This design comes from an exercise in tuning for small area and a short achievable clock period on the open sky130 flow, not from production work. The RTL was checked by simulation tests, not by an equivalence proof against the original design. Power is estimated from default activity; no workload was simulated.

==> design/flow/design.v <==
module aes_pipe_ctrl #(
    parameter int DATA_W     = 128,
    parameter int FIFO_DEPTH = 16,
    parameter int KEY_GAP    = 2
) (
    input  logic              ap_clk,
    input  logic              ap_rst,
    input  logic [DATA_W-1:0] in_V_dout,
    input  logic              in_V_empty_n,
    output logic              in_V_read,
    output logic [DATA_W-1:0] out_V_din,
    input  logic              out_V_full_n,
    output logic              out_V_write,
    output logic              key_write,
    output logic [DATA_W-1:0] key_data,
    output logic              text_write,
    output logic [DATA_W-1:0] text_data,
    input  logic [DATA_W-1:0] enc_data,
    input  logic              enc_valid,
    output logic              busy,
    output logic              err
);
    localparam int AW = $clog2(FIFO_DEPTH);
    localparam int CW = AW + 1;
    localparam int GW = $clog2(KEY_GAP + 1) + 1;
    typedef enum logic [1:0] {HDR, DRAIN, KEY, TEXT} state_t;
    state_t            state, state_nx;
    logic [31:0]       rem_cnt;
    logic [GW-1:0]     gap_cnt;
    logic [CW-1:0]     in_flight, fifo_cnt;
    logic [AW-1:0]     wr_ptr, rd_ptr;
    logic [DATA_W-1:0] mem [FIFO_DEPTH];
    logic              en, rd, credit_ok, pop, bad, push;
    logic              hdr_rd, key_rd, text_rd;
    function automatic logic [DATA_W-1:0] byte_rev(input logic [DATA_W-1:0] w);
        logic [DATA_W-1:0] r;
        for (int i = 0; i < DATA_W / 8; i++) r[8*i +: 8] = w[DATA_W-8-8*i +: 8];
        byte_rev = r;
    endfunction
    assign credit_ok = ({1'b0, in_flight} + {1'b0, fifo_cnt}) < (CW + 1)'(FIFO_DEPTH);
    assign en = (state == HDR || state == KEY) ? 1'b1 :
                (state == TEXT) ? (gap_cnt == '0 && credit_ok) : 1'b0;
    assign rd      = in_V_empty_n && en && !ap_rst;
    assign hdr_rd  = rd && state == HDR;
    assign key_rd  = rd && state == KEY;
    assign text_rd = rd && state == TEXT;
    assign pop     = fifo_cnt != '0 && out_V_full_n && !ap_rst;
    assign bad     = enc_valid && (in_flight == '0 || (fifo_cnt == CW'(FIFO_DEPTH) && !pop));
    assign push    = enc_valid && !bad;
    assign in_V_read   = rd;
    assign out_V_write = pop;
    assign out_V_din   = mem[rd_ptr];
    assign busy        = state != HDR || in_flight != '0 || fifo_cnt != '0;
    always_comb begin
        state_nx = state;
        case (state)
            HDR:     if (rd) state_nx = DRAIN;
            DRAIN:   if (in_flight == '0) state_nx = KEY;
            KEY:     if (rd) state_nx = (rem_cnt == 32'd0) ? HDR : TEXT;
            TEXT:    if (rd && rem_cnt == 32'd1) state_nx = HDR;
            default: state_nx = HDR;
        endcase
    end
    always_ff @(posedge ap_clk) begin
        if (ap_rst) begin
            state      <= HDR;
            rem_cnt    <= '0;
            gap_cnt    <= '0;
            in_flight  <= '0;
            fifo_cnt   <= '0;
            wr_ptr     <= '0;
            rd_ptr     <= '0;
            err        <= 1'b0;
            key_write  <= 1'b0;
            text_write <= 1'b0;
            key_data   <= '0;
            text_data  <= '0;
        end else begin
            state <= state_nx;
            if (hdr_rd) rem_cnt <= in_V_dout[31:0];
            else if (text_rd) rem_cnt <= rem_cnt - 32'd1;
            if (key_rd) gap_cnt <= GW'(KEY_GAP);
            else if (gap_cnt != '0) gap_cnt <= gap_cnt - 1'b1;
            in_flight <= in_flight + CW'(text_rd) - CW'(push);
            fifo_cnt  <= fifo_cnt + CW'(push) - CW'(pop);
            if (push) wr_ptr <= wr_ptr + 1'b1;
            if (pop) rd_ptr <= rd_ptr + 1'b1;
            if (bad) err <= 1'b1;
            key_write  <= key_rd;
            text_write <= text_rd;
            if (key_rd) key_data <= byte_rev(in_V_dout);
            if (text_rd) text_data <= byte_rev(in_V_dout);
        end
    end
    always_ff @(posedge ap_clk) begin
        if (push) mem[wr_ptr] <= byte_rev(enc_data);
    end
endmodule
==> design/flow/run.sh <==
#!/bin/bash
# synth_recipe.tcl (not shown) runs the flow's synth.tcl, then flattens the netlist and writes it again
# the make line also repeats each setting of config.mk as NAME=value (left out here)
make -C /OpenROAD-flow-scripts/flow DESIGN_CONFIG=/design/flow/config.mk WORK_HOME=/design/flow/orfs CLKGATE_MAP_FILE= SYNTH_SCRIPT=/design/flow/synth_recipe.tcl finish
==> design/flow/config.mk <==
export PLATFORM = sky130hd
export DESIGN_NAME = aes_pipe_ctrl
export DESIGN_NICKNAME = aes_pipe_ctrl
export VERILOG_FILES = /design/flow/design.v
export SDC_FILE = /design/flow/constraint.sdc
export NUM_CORES = 4
export LEC_CHECK = 0
export CAP_MARGIN = 20
export CORE_MARGIN = 2
export CORE_UTILIZATION = 40
export SLEW_MARGIN = 20
==> design/flow/constraint.sdc <==
create_clock -name core_clock -period 4.5 [get_ports {ap_clk}]
set_input_delay 0.9000 -clock core_clock [delete_from_list [all_inputs] [get_ports {ap_clk}]]
set_output_delay 0.9000 -clock core_clock [all_outputs]
set_load 0.01 [all_outputs]
==> notes.md <==
-- timing repair --
item | CTS | global route
setup endpoints to repair | 81 | 28
cloned | 3 | 0
setup buffers | 3 | 0
gates resized for setup | 74 | 13
-- per-layer routing --
metal / GRT usage, % / vias up / part of all wire (%)
met5: 0 / - / 0.11
met4: 8.28 / 42 / 4.0
met3: 4.76 / 397 / 7.3
met2: 34.4 / 1581 / 49
met1: 26.9 / 24300 / 40
li1: - / 19500 / -
-- worst max-delay path, delay by kind of cell, from the launching register on --
| kind | cells | cell delay (ps) |
|---|---|---|
| buffers and inverters | 3 | 1020 |
| muxes | 2 | 1090 |
| DFF | 1 | 420 |
-- registers in the layout, summed over array words and instances (netlist names), named ones only --
register    cells
rem_cnt        32
wr_ptr          4
in_flight       5
text_write      1
key_write       1
key_data      128
gap_cnt         3
mem          2048
err             1
fifo_cnt        5
text_data     128
state           2
rd_ptr          4
-- stage by stage --
stage,TNS [ps],utilization [%],worst slack [ps]
2_1_floorplan,-1652630,-,-1090
3_3_place_gp,0,45.4,276
3_5_place_dp,0,45.4,281
4_1_cts,-146,49.0,-28.4
5_1_grt,-341,49.0,-59.2
6_report,0,49.0,111
-- cells by family after synthesis --
logic type,after synthesis,share of synthesized area [%]
flops,2366,76.4
simple gates,702,3.34
mux,643,16.2
compound gates,384,2.36
buf+inv,286,1.27
fa+ha+maj,27,0.397
xor+xnor,11,0.108
-- power breakdown --
| group | internal [mW] | switching, mW | total, mW |
|---|---|---|---|
| registers | 24.7 | 0.285 | 25.0 |
| clock network | 11.2 | 8.47 | 19.7 |
| logic | 6.14 | 5.78 | 11.9 |
-- layout make-up --
cell class,instances,share of cell area [%]
clock inverters,148,1.41
flip-flops and latches,2366,62.5
diodes,12,0.0276
well taps,2975,3.43
multi-input cells,1767,18.5
clock buffers,292,5.79
repair buffers,831,8.29
inverters,30,0.111
-- worst min path at each step --
stage	end	slack (ps)	cells after the start
after detailed placement	text_data[69]	440	2
final	text_data[52]	450	2
after global routing	text_data[15]	470	2
after CTS	text_data[69]	450	2
after floorplan	flip-flop	460	2
after global placement	text_data[59]	440	2
-- cell usage in the layout, fill, tap and decap left out, drive strengths merged, types with 4 or more instances in the layout --
cell type      netlist  layout
or4                  9       9
diode                0      12
xor2                 9       9
inv                 29      40
nor2                46      46
a21oi              170     170
nor2b                9       9
bufinv               0      22
dlygate4sd2          0      60
clkinvlp             0      12
dlymetal6s2s         0       6
clkinv               1     104
a32oi                5       5
o211ai               7       7
a31oi               12      12
clkbuf             185     292
nand3b               4       4
buf                 71     181
nor4                13      13
edfxtp            2048    2048
nor3                26      26
a22oi               11      11
nand2              551     551
a211oi              10      10
mux4               634     634
nand3                9       9
clkdlybuf4s50        0     583
dfxtp              318     318
ha                  25      25
a21o                 9       9
o21ai              147     147
mux2i                7       7
nand2b               7       7
or3                  9       9
==> notes.md <==
fin crit period=4390 ps; HP Start=text_data[52]; largest net degree at the start of global routing=123; global-route wire length before repair=340 mm; layout cell share with drive strength beyond 1=22.1%; clk root buf=clkbuf_16; cts hold-fix bufs=0; Synth area leaders=edfxtp_1, mux4_2, dfxtp_1; multi-input logic area=20,100 um2; Max Clk Rate=228 MHz; fillcell total=18,100; CP endpoint kind=primary output; vias per std cell=5.45; Worst R2R End=fifo_cnt[4]; Leak=33.4 nW; P per Cell Area=521 nW/um2; WL final=239 mm; # rows=173; htree depth=4; DRT iter0 DRCs=4,187; crit path max-delay cell type=mux4_2; area grow syn2layout=22.2%; Syn Inst Count=4,419; Reg2Reg Depth=16; Final Slew Violations=0; Buffers on Ports=650; outcome=finished clean; Initial Util=40.1%; Setup-failing EPs final=0; Final Non-Filler Cells=8,421; remaining global-route overflow=0; global placer's final weighted congestion=0.830; Die H=475 um; Tcrit/Tclk final=97.5%; cts bufs inserted=237; core footprint=222,000 um2; final non-filler cell area=109,000 um2; CP max FO=36; CTS clock-pin slew for the worst setup and hold paths=70 ps; synthesized cell area=88,900 um2; worst path cell trace=buf_16 -> buf_16 -> mux4_2 -> mux4_2 -> clkdlybuf4s50_1; Total Nets Final=5,521; CTS Sinks=2,366; Data arrival, critical path=3490 ps; Post-synth top cells=edfxtp_1, mux4_2, nand2_1, dfxtp_1, clkbuf_1; GRT Total Usage=20.9%; DP Cell Count=7,964; worst endpoint required time=3600 ps; type of the worst setup path=reg2out; TritonCTS clock tree=built; count leader, synth=edfxtp_1; synthesized area per cell=20.1 um2; DP Wirelength=143 mm; synth warn=1; CP Capture Point=out_V_din[76]; Least-Margin Pin Slew=880 ps; # DRC=0; syn_nets=4,707; CTS max path bufs=3; unrepaired setup endpoints after global routing=true; total power=56.6 mW; Placed Instance Area=101,000 um2; Sequential Area=67,900 um2; ys flop type=edfxtp_1; Slew headroom=41.4%; final hold vios=0; CP startpoint kind=flip-flop; Die Wd=475 um; async set-reset flop share out of synthesis=0%; hold slack=452 ps; wire per inst=28.4 um; top cell type's share of synthesized area=69.2%; Routed Antenna Nets=0; Distinct cells, synth=57; initial antenna violation count=43; R2R setup slack=980 ps; 1st-pass router iterations=5; via count=45,900; slowest cell delay on critical path=570 ps; Hold WC Path Type=reg2reg; Max Cap Viol=0; die area=226,000 um2; Reg2Reg Launch Point=in_flight[2]; number of synthesized flops with an enable pin=2,048; Peak VDD IR=0.420 mV; FF+latch count, synth=2,366; post-synthesis sequential area ratio=76.4%; Final Skew=100 ps; vias in the first global route=46,800; clock latency (worst-skew pair)=890 ps; largest area contributor in the netlist=edfxtp_1; I/O pins=651

-- afterwards: timing with drivers on the ports --
No port has a modelled driver above. Below, the same layout with a new extraction and two added sets of constraints.
Step 1 assumes that a clkbuf_16 drives the clock port and a buf_2 every other input.
Step 2 also shifts input and output timing later by t, the mid clock arrival at the registers, as if the neighbouring blocks saw the same clock.
a / b / c = ideal / step 1 / step 2; a / b = the first two.
t (ns): 0.932
slack for setup (ns): 0.111 / 0.023 / 0.180
pins driven straight from the clock port: 1
After both steps this run still meets setup and hold. For this run, drivers alone change the setup slack by -0.088 ns; drivers and shift together by +0.069 ns.
